What follows belongs to an exercise in optimizing a design on an open flow for a short achievable clock period and few clock cycles; a production flow would make more cautious choices.
Where RTL was checked, it was by simulation tests only, not by an equivalence proof against the original.

==> inputs of build 54 <==
==> flow/design.v (excerpt) <==
module pipelineCpu #(
    parameter logic [31:0] ResetPc = 32'h0000_0000
) (
    input  logic        CLK,
    input  logic        arstN,
    output logic [31:0] instAddr,
    input  logic [31:0] instWord,
    output logic [31:0] dataAddr,
    output logic        dataWrEn,
    output logic [31:0] dataWrData,
    input  logic [31:0] dataRdData,
    output logic        halt
);
Settings: LEC_CHECK=0, ABC_CLOCK_PERIOD_IN_PS=3000, CAP_MARGIN=20, CORE_MARGIN=2, CORE_UTILIZATION=40, SETUP_SLACK_MARGIN=4.0, SLEW_MARGIN=20, TNS_END_PERCENT=100; clock period 7.5 ns.
run.sh (not shown) runs the stock make flow with config.mk's settings and CLKGATE_MAP_FILE= SYNTH_SCRIPT=/design/flow/synth_recipe.tcl, a recipe that flattens the netlist after the stock synthesis.
==> build 6 (differences from build 54) <==
ABC_CLOCK_PERIOD_IN_PS = unset   (was 3000)
SETUP_SLACK_MARGIN = unset   (was 4.0)
TNS_END_PERCENT = unset   (was 100)
==> flow_summary.toml <==
[pwr]
p_int_mw = 22.2
power.density_nw_per_um2 = 424

[drt]
vias = 57659
drt-total-wl_um = 295000
met1_length_um = 114000

[layout]
area_growth_pct = 19.5
clkCellAreaFrac = 0.0564
buf_share = 0.0688
clock_buffers = 189

[outcome]
status = "complete, no violations"

[worst_setup_path]
crit_path_start = "i_memWriteStage.memWbRd[2]$_DFF_PN0_"

[timing]
hold_slack_ns = 0.350

[place]
gp_congestion = 1.02
Source of the figures above: build 54

==> flow_summary.toml <==
[synthesis]
netlist_area_um2 = 76700
synthDistinctLibCells = 95

[place]
gp_congestion = 1.01

[worst_setup_path]
crit_path_start = "i_decodeStage.idExRs2[4]$_DFFE_PN0P_"
timing.rr.end = "i_executeStage.exMemAluResult[0]$_DFF_PN0_"

[layout]
drive_gt1_frac = 0.193
seq_cells = 1391
clkCellAreaFrac = 0.0589
multi_input_area_um2 = 34400
buf_share = 0.0380

[timing]
fin_tns_setup_ns = 0
hold_slack_ns = 0.354

[outcome]
status = "complete, no violations"

[pwr]
power.density_nw_per_um2 = 417

[clocking]
numCtsBuffers = 154
cts.sinks = 1391

[drt]
drtPass1Iterations = 6
drc = 0
drt-total-wl_um = 290000
vias = 56362
Source of the figures above: build 6

Testbench counts of build 54, summed over its fixed seeds: cycles 151,296.
Testbench counts of build 6, summed over its fixed seeds: cycles 151,296.


==> job 5058: inputs <==
pipelineCpu, a different RTL version from the one above (not shown whole).
clock: 7.5 ns
lec_check: 0
abc_clock_period_in_ps: 2500
cap_margin: 20
core_margin: 2
core_utilization: 40
setup_slack_margin: 5.0
slew_margin: 20
tns_end_percent: 100
==> inputs of job 2215, as changes to job 5058 <==
--- a/flow/design.v
+++ b/flow/design.v
@@ -2,27 +2,37 @@
     input  logic        CLK,
     input  logic        arstN,
     input  logic        hold,
     input  logic        redirect,
     input  logic [9:0]  redirectPc,
+    input  logic        idRedirect,
+    input  logic [9:0]  idRedirectPc,
     input  logic [31:0] instWord,
     input  logic        wbWrEn,
     input  logic [4:0]  wbRd,
     input  logic [31:0] wbData,
     input  logic [31:0] idRs1Data,
     input  logic [31:0] idRs2Data,
+    input  logic        idWrites,
+    input  logic [4:0]  idRd,
+    input  logic        exWrites,
+    input  logic [4:0]  exRd,
     output logic [31:0] instAddr,
     output logic        ifIdValid,
     output logic [31:0] ifIdInst,
     output logic        ifIdPred,
     output logic [9:0]  ifIdPcInc,
     output logic [9:0]  ifIdTarget,
     output logic [31:0] ifIdRs1Data,
     output logic [31:0] ifIdRs2Data,
     output logic        ifIdIsLoad,
     output logic        ifIdUsesRs1,
-    output logic        ifIdUsesRs2
+    output logic        ifIdUsesRs2,
+    output logic        ifIdExA,
+    output logic        ifIdExB,
+    output logic        ifIdWbA,
+    output logic        ifIdWbB
 );
     logic [9:0]  pc;
     logic [9:0]  pcInc;
     logic [9:0]  target;
     logic        pred;
@@ -71,17 +81,33 @@
             pc        <= 10'd0;
             ifIdValid <= 1'b0;
         end else if (redirect) begin
             pc        <= redirectPc;
             ifIdValid <= 1'b0;
+        end else if (idRedirect) begin
+            pc        <= idRedirectPc;
+            ifIdValid <= 1'b0;
         end else if (!hold) begin
             pc        <= pred ? target : pcInc;
             ifIdValid <= 1'b1;
         end
     end
     always_ff @(posedge CLK) begin
         if (!hold) begin
+            ifIdExA <= idWrites && idRd == rs1Idx;
+            ifIdExB <= idWrites && idRd == rs2Idx;
+            ifIdWbA <= exWrites && exRd == rs1Idx;
+            ifIdWbB <= exWrites && exRd == rs2Idx;
+        end else begin
+            ifIdExA <= 1'b0;
+            ifIdExB <= 1'b0;
+            ifIdWbA <= exWrites && exRd == ifIdInst[19:15];
+            ifIdWbB <= exWrites && exRd == ifIdInst[24:20];
+        end
+    end
+    always_ff @(posedge CLK) begin
+        if (!hold) begin
             ifIdInst    <= instWord;
             ifIdPred    <= pred;
             ifIdPcInc   <= pcInc;
             ifIdTarget  <= target;
             ifIdRs1Data <= rs1Data;
@@ -106,27 +132,35 @@
     input  logic [31:0] ifIdRs1Data,
     input  logic [31:0] ifIdRs2Data,
     input  logic        ifIdIsLoad,
     input  logic        ifIdUsesRs1,
     input  logic        ifIdUsesRs2,
+    input  logic        ifIdExA,
+    input  logic        ifIdExB,
+    input  logic        ifIdWbA,
+    input  logic        ifIdWbB,
     input  logic        redirect,
     input  logic        wbWrEn,
     input  logic [4:0]  wbRd,
     input  logic [31:0] wbData,
     input  logic        wbLateLoad,
     input  logic [31:0] wbResult,
     input  logic [31:0] exResult,
     output logic [31:0] idRs1Data,
     output logic [31:0] idRs2Data,
     output logic        hold,
+    output logic        idWrites,
     output logic        idExValid,
     output logic        idExRegWrEn,
     output logic        idExMemRd,
     output logic        idExMemWr,
     output logic        idExLateMem,
     output logic        idExLoadNow,
     output logic        idExSub,
+    output logic        idExIsAdd,
+    output logic        idExAddrOk,
+    output logic        idExAddrIsAdd,
     output logic        idExIsBranch,
     output logic        idExBranchNe,
     output logic        idExPred,
     output logic        idExIsHalt,
     output logic [6:0]  idExOp,
@@ -135,10 +169,12 @@
     output logic [31:0] idExB,
     output logic [4:0]  idExShamt,
     output logic [31:0] idExS,
     output logic [9:0]  idExAltPc,
     output logic        issue,
+    output logic        idRedirect,
+    output logic [9:0]  idRedirectPc,
     output logic        halt,
     output logic        idStoreNow,
     output logic [31:0] idMemAddr,
     output logic [31:0] idStoreData
 );
@@ -275,30 +311,77 @@
             OpStore: imm = {{20{ifIdInst[31]}}, ifIdInst[31:25], ifIdInst[11:7]};
             OpLui:   imm = {ifIdInst[31:12], 12'b0};
             default: imm = {{20{ifIdInst[31]}}, ifIdInst[31:20]};
         endcase
     end
-    assign idRs1Data = (wbWrEn && wbRd == rs1Idx) ? wbData : ifIdRs1Data;
-    assign idRs2Data = (wbWrEn && wbRd == rs2Idx) ? wbData : ifIdRs2Data;
+    assign idRs1Data = ifIdWbA ? wbData : ifIdRs1Data;
+    assign idRs2Data = ifIdWbB ? wbData : ifIdRs2Data;
+    assign idWrites  = ifIdValid && regWrEn;
     assign exWillWr = idExValid && idExRegWrEn;
-    assign fwdA     = exWillWr && idExRd == rs1Idx && !isLui;
-    assign fwdB     = exWillWr && idExRd == rs2Idx;
+    assign fwdA     = ifIdExA && !isLui;
+    assign fwdB     = ifIdExB;
     assign opA      = isLui ? 32'd0 : idRs1Data;
     assign opB      = srcBImm ? imm : idRs2Data;
-    assign lateMem  = (memRd || memWr) && (fwdA || (idExValid && idExLateMem) ||
-                                           (wbLateLoad && wbRd == rs1Idx));
-    assign hold  = haltSeen || (ifIdValid && idExValid && idExLateMem && idExMemRd &&
-                   idExRegWrEn && ((ifIdUsesRs1 && rs1Idx == idExRd) ||
-                                   (ifIdUsesRs2 && rs2Idx == idExRd)));
+    assign lateMem  = (memRd || memWr) && ((fwdA && !idExAddrOk) ||
+                                           (idExValid && idExLateMem) ||
+                                           (wbLateLoad && ifIdWbA));
+    assign hold  = haltSeen || (ifIdValid && idExLateMem && idExMemRd &&
+                   ((ifIdUsesRs1 && ifIdExA) || (ifIdUsesRs2 && ifIdExB)));
     assign issue = ifIdValid && !hold && !redirect;
     assign idStoreData = fwdB ? exResult : idRs2Data;
-    prefixAdder #(.W(32)) i_memAddr (
-        .a   ((wbWrEn && wbRd == rs1Idx) ? wbResult : ifIdRs1Data),
+    logic        brFromExA;
+    logic        brFromExB;
+    logic        brReady;
+    logic        brEq;
+    logic        brTaken;
+    logic [31:0] brK;
+    logic [31:0] addT;
+    logic [31:0] addC;
+    assign brFromExA = ifIdExA;
+    assign brFromExB = ifIdExB;
+    assign brReady   = !(wbLateLoad && (ifIdWbA || ifIdWbB)) &&
+                       (!(brFromExA || brFromExB) || (idExIsAdd && (brFromExA != brFromExB)));
+    logic [31:0] brRs1;
+    logic [31:0] brRs2;
+    assign brRs1     = ifIdWbA ? wbResult : ifIdRs1Data;
+    assign brRs2     = ifIdWbB ? wbResult : ifIdRs2Data;
+    assign brK       = brFromExA ? brRs2 : brRs1;
+    assign addT      = idExA ^ idExB ^ brK;
+    assign addC      = {(idExA[30:0] & idExB[30:0]) | ((idExA[30:0] | idExB[30:0]) & ~brK[30:0]),
+                        1'b0};
+    assign brEq      = (brFromExA || brFromExB) ? (addT == addC) : (brRs1 == brRs2);
+    assign brTaken   = brEq != branchNe;
+    assign idRedirect   = issue && isBranch && brReady && (brTaken != ifIdPred);
+    assign idRedirectPc = brTaken ? ifIdTarget : ifIdPcInc;
+    logic [31:0] addrReg;
+    prefixAdder #(.W(32)) i_addrReg (
+        .a   (brRs1),
+        .b   (imm),
+        .cin (1'b0),
+        .sum (addrReg)
+    );
+    logic [31:0] csaS;
+    logic [31:0] csaC;
+    logic [31:0] addrAdd;
+    logic [31:0] addrLogic;
+    assign csaS = idExA ^ idExB ^ imm;
+    assign csaC = (idExA & idExB) | (idExA & imm) | (idExB & imm);
+    prefixAdder #(.W(32)) i_addrAdd (
+        .a   (csaS),
+        .b   ({csaC[30:0], idExSub}),
+        .cin (1'b0),
+        .sum (addrAdd)
+    );
+    prefixAdder #(.W(32)) i_addrLogic (
+        .a   (({32{idExOp[1]}} & (idExA & idExB)) |
+              ({32{idExOp[2]}} & (idExA | idExB)) |
+              ({32{idExOp[3]}} & (idExA ^ idExB))),
         .b   (imm),
         .cin (1'b0),
-        .sum (idMemAddr)
+        .sum (addrLogic)
     );
+    assign idMemAddr = !fwdA ? addrReg : (idExAddrIsAdd ? addrAdd : addrLogic);
     assign idStoreNow  = issue && memWr && !lateMem;
     always_ff @(posedge CLK or negedge arstN) begin
         if (!arstN) begin
             haltSeen  <= 1'b0;
             idExValid <= 1'b0;
@@ -315,16 +398,20 @@
         idExMemRd    <= memRd;
         idExMemWr    <= memWr;
         idExLateMem  <= lateMem;
         idExIsBranch <= isBranch;
         idExBranchNe <= branchNe;
-        idExPred     <= ifIdPred;
+        idExPred     <= (isBranch && brReady) ? brTaken : ifIdPred;
         idExIsHalt   <= isHalt;
         idExOp       <= (memRd && !lateMem) ? 7'd0 :
                         {op[6:1], op[SelAdd] || op[SelSub]};
         idExLoadNow  <= memRd && !lateMem;
         idExSub      <= op[SelSub] || op[SelSlt];
+        idExIsAdd    <= op[SelAdd] && !memRd;
+        idExAddrIsAdd <= (op[SelAdd] || op[SelSub]) && !memRd;
+        idExAddrOk   <= (op[SelAdd] || op[SelSub] || op[SelAnd] || op[SelOr] || op[SelXor]) &&
+                        !memRd;
         idExRd       <= rdIdx;
         idExA        <= fwdA ? exResult : opA;
         if (op[SelSub] || op[SelSlt]) begin
             idExB <= ~((fwdB && !srcBImm) ? exResult : opB);
         end else begin
@@ -491,23 +578,31 @@
     logic [31:0] ifIdRs1Data;
     logic [31:0] ifIdRs2Data;
     logic        ifIdIsLoad;
     logic        ifIdUsesRs1;
     logic        ifIdUsesRs2;
+    logic        ifIdExA;
+    logic        ifIdExB;
+    logic        ifIdWbA;
+    logic        ifIdWbB;
+    logic        idWrites;
     logic [31:0] idRs1Data;
     logic [31:0] idRs2Data;
     logic        hold;
     logic        issue;
     logic        redirect;
+    logic        idRedirect;
+    logic [9:0]  idRedirectPc;
     logic [9:0]  redirectPc;
     logic        idExValid;
     logic        idExRegWrEn;
     logic        idExMemRd;
     logic        idExMemWr;
     logic        idExLateMem;
     logic        idExLoadNow;
     logic        idExSub;
+    logic        idExIsAdd;
     logic        idExIsBranch;
     logic        idExBranchNe;
     logic        idExPred;
     logic        idExIsHalt;
     logic [6:0]  idExOp;
@@ -530,27 +625,37 @@
         .CLK         (CLK),
         .arstN       (arstN),
         .hold        (hold),
         .redirect    (redirect),
         .redirectPc  (redirectPc),
+        .idRedirect  (idRedirect),
+        .idRedirectPc(idRedirectPc),
         .instWord    (instWord),
         .wbWrEn      (exWbRegWrEn),
         .wbRd        (exWbRd),
         .wbData      (wbData),
         .idRs1Data   (idRs1Data),
         .idRs2Data   (idRs2Data),
+        .idWrites    (idWrites),
+        .idRd        (ifIdInst[11:7]),
+        .exWrites    (idExValid && idExRegWrEn),
+        .exRd        (idExRd),
         .instAddr    (instAddr),
         .ifIdValid   (ifIdValid),
         .ifIdInst    (ifIdInst),
         .ifIdPred    (ifIdPred),
         .ifIdPcInc   (ifIdPcInc),
         .ifIdTarget  (ifIdTarget),
         .ifIdRs1Data (ifIdRs1Data),
         .ifIdRs2Data (ifIdRs2Data),
         .ifIdIsLoad  (ifIdIsLoad),
         .ifIdUsesRs1 (ifIdUsesRs1),
-        .ifIdUsesRs2 (ifIdUsesRs2)
+        .ifIdUsesRs2 (ifIdUsesRs2),
+        .ifIdExA     (ifIdExA),
+        .ifIdExB     (ifIdExB),
+        .ifIdWbA     (ifIdWbA),
+        .ifIdWbB     (ifIdWbB)
     );
     decodeStage i_decodeStage (
         .CLK          (CLK),
         .arstN        (arstN),
         .ifIdValid    (ifIdValid),
@@ -561,27 +666,33 @@
         .ifIdRs1Data  (ifIdRs1Data),
         .ifIdRs2Data  (ifIdRs2Data),
         .ifIdIsLoad   (ifIdIsLoad),
         .ifIdUsesRs1  (ifIdUsesRs1),
         .ifIdUsesRs2  (ifIdUsesRs2),
+        .ifIdExA      (ifIdExA),
+        .ifIdExB      (ifIdExB),
+        .ifIdWbA      (ifIdWbA),
+        .ifIdWbB      (ifIdWbB),
         .redirect     (redirect),
         .wbWrEn       (exWbRegWrEn),
         .wbRd         (exWbRd),
         .wbData       (wbData),
         .wbLateLoad   (exWbLateLoad),
         .wbResult     (exWbResult),
         .exResult     (exResult),
         .idRs1Data    (idRs1Data),
         .idRs2Data    (idRs2Data),
         .hold         (hold),
+        .idWrites     (idWrites),
         .idExValid    (idExValid),
         .idExRegWrEn  (idExRegWrEn),
         .idExMemRd    (idExMemRd),
         .idExMemWr    (idExMemWr),
         .idExLateMem  (idExLateMem),
         .idExLoadNow  (idExLoadNow),
         .idExSub      (idExSub),
+        .idExIsAdd    (idExIsAdd),
         .idExIsBranch (idExIsBranch),
         .idExBranchNe (idExBranchNe),
         .idExPred     (idExPred),
         .idExIsHalt   (idExIsHalt),
         .idExOp       (idExOp),
@@ -590,10 +701,12 @@
         .idExB        (idExB),
         .idExShamt    (idExShamt),
         .idExS        (idExS),
         .idExAltPc    (idExAltPc),
         .issue        (issue),
+        .idRedirect   (idRedirect),
+        .idRedirectPc (idRedirectPc),
         .halt         (halt),
         .idStoreNow   (idStoreNow),
         .idMemAddr    (idMemAddr),
         .idStoreData  (idStoreData)
     );
==> notes <==
- Die area: job 2215 is higher than job 5058 (about 10%).
- Between job 2215 and job 5058, the lower design area is in job 5058 (gap 14%, measured against job 5058).
- In job 5058 the global-route usage is lower than in job 2215, by 6.2 points.
- Job 2215 produced a clean layout. Job 5058 finished clean.
- Between job 2215 and job 5058, the lower final cell count is in job 5058 (gap 20%, measured against job 5058).
- Of job 5058 and job 2215, job 2215 has the higher clock skew (gap 0.0010 ns).
- Against job 2215, the worst setup slack of job 5058 is higher by 0.89 ns.
No functional check of the RTL was part of any run of this note.

## what the ideal ports hide
The results above use ideal ports. As a check the final layouts listed here were re-extracted and re-timed, cells and wires unchanged. Step 1: set_driving_cell puts a clkbuf_16 on CLK and a buf_2 on each other input, an assumption about the parent block. Step 2 also shifts input and output timing later by t, the mid clock arrival at the registers, as if the neighbouring blocks saw the same clock. Three values: no drivers, after step 1, after step 2; two values: the first two.
| run | shift t [ns] | setup slack, ns | hold slack, ns | worst setup path at the end |
|---|---|---|---|---|
| build 54 | 0.889 | 2.637 / 2.637 / 2.637 | 0.350 / 0.350 / 0.350 | register to register |
| build 6 | 0.887 | 0.849 / 0.849 / 0.849 | 0.354 / 0.354 / 0.354 | register to register |
| job 5058 | 0.895 | 3.731 / 3.731 / 3.047 | 0.407 / 0.407 / 0.407 | input to register |
| job 2215 | 0.909 | 2.837 / 2.837 / 2.837 | 0.427 / 0.427 / 0.427 | register to register |
After both steps every run listed still meets setup and hold. The setup slack of job 5058, which loses most, moves by 0.000 ns with the drivers and by -0.684 ns with both steps.
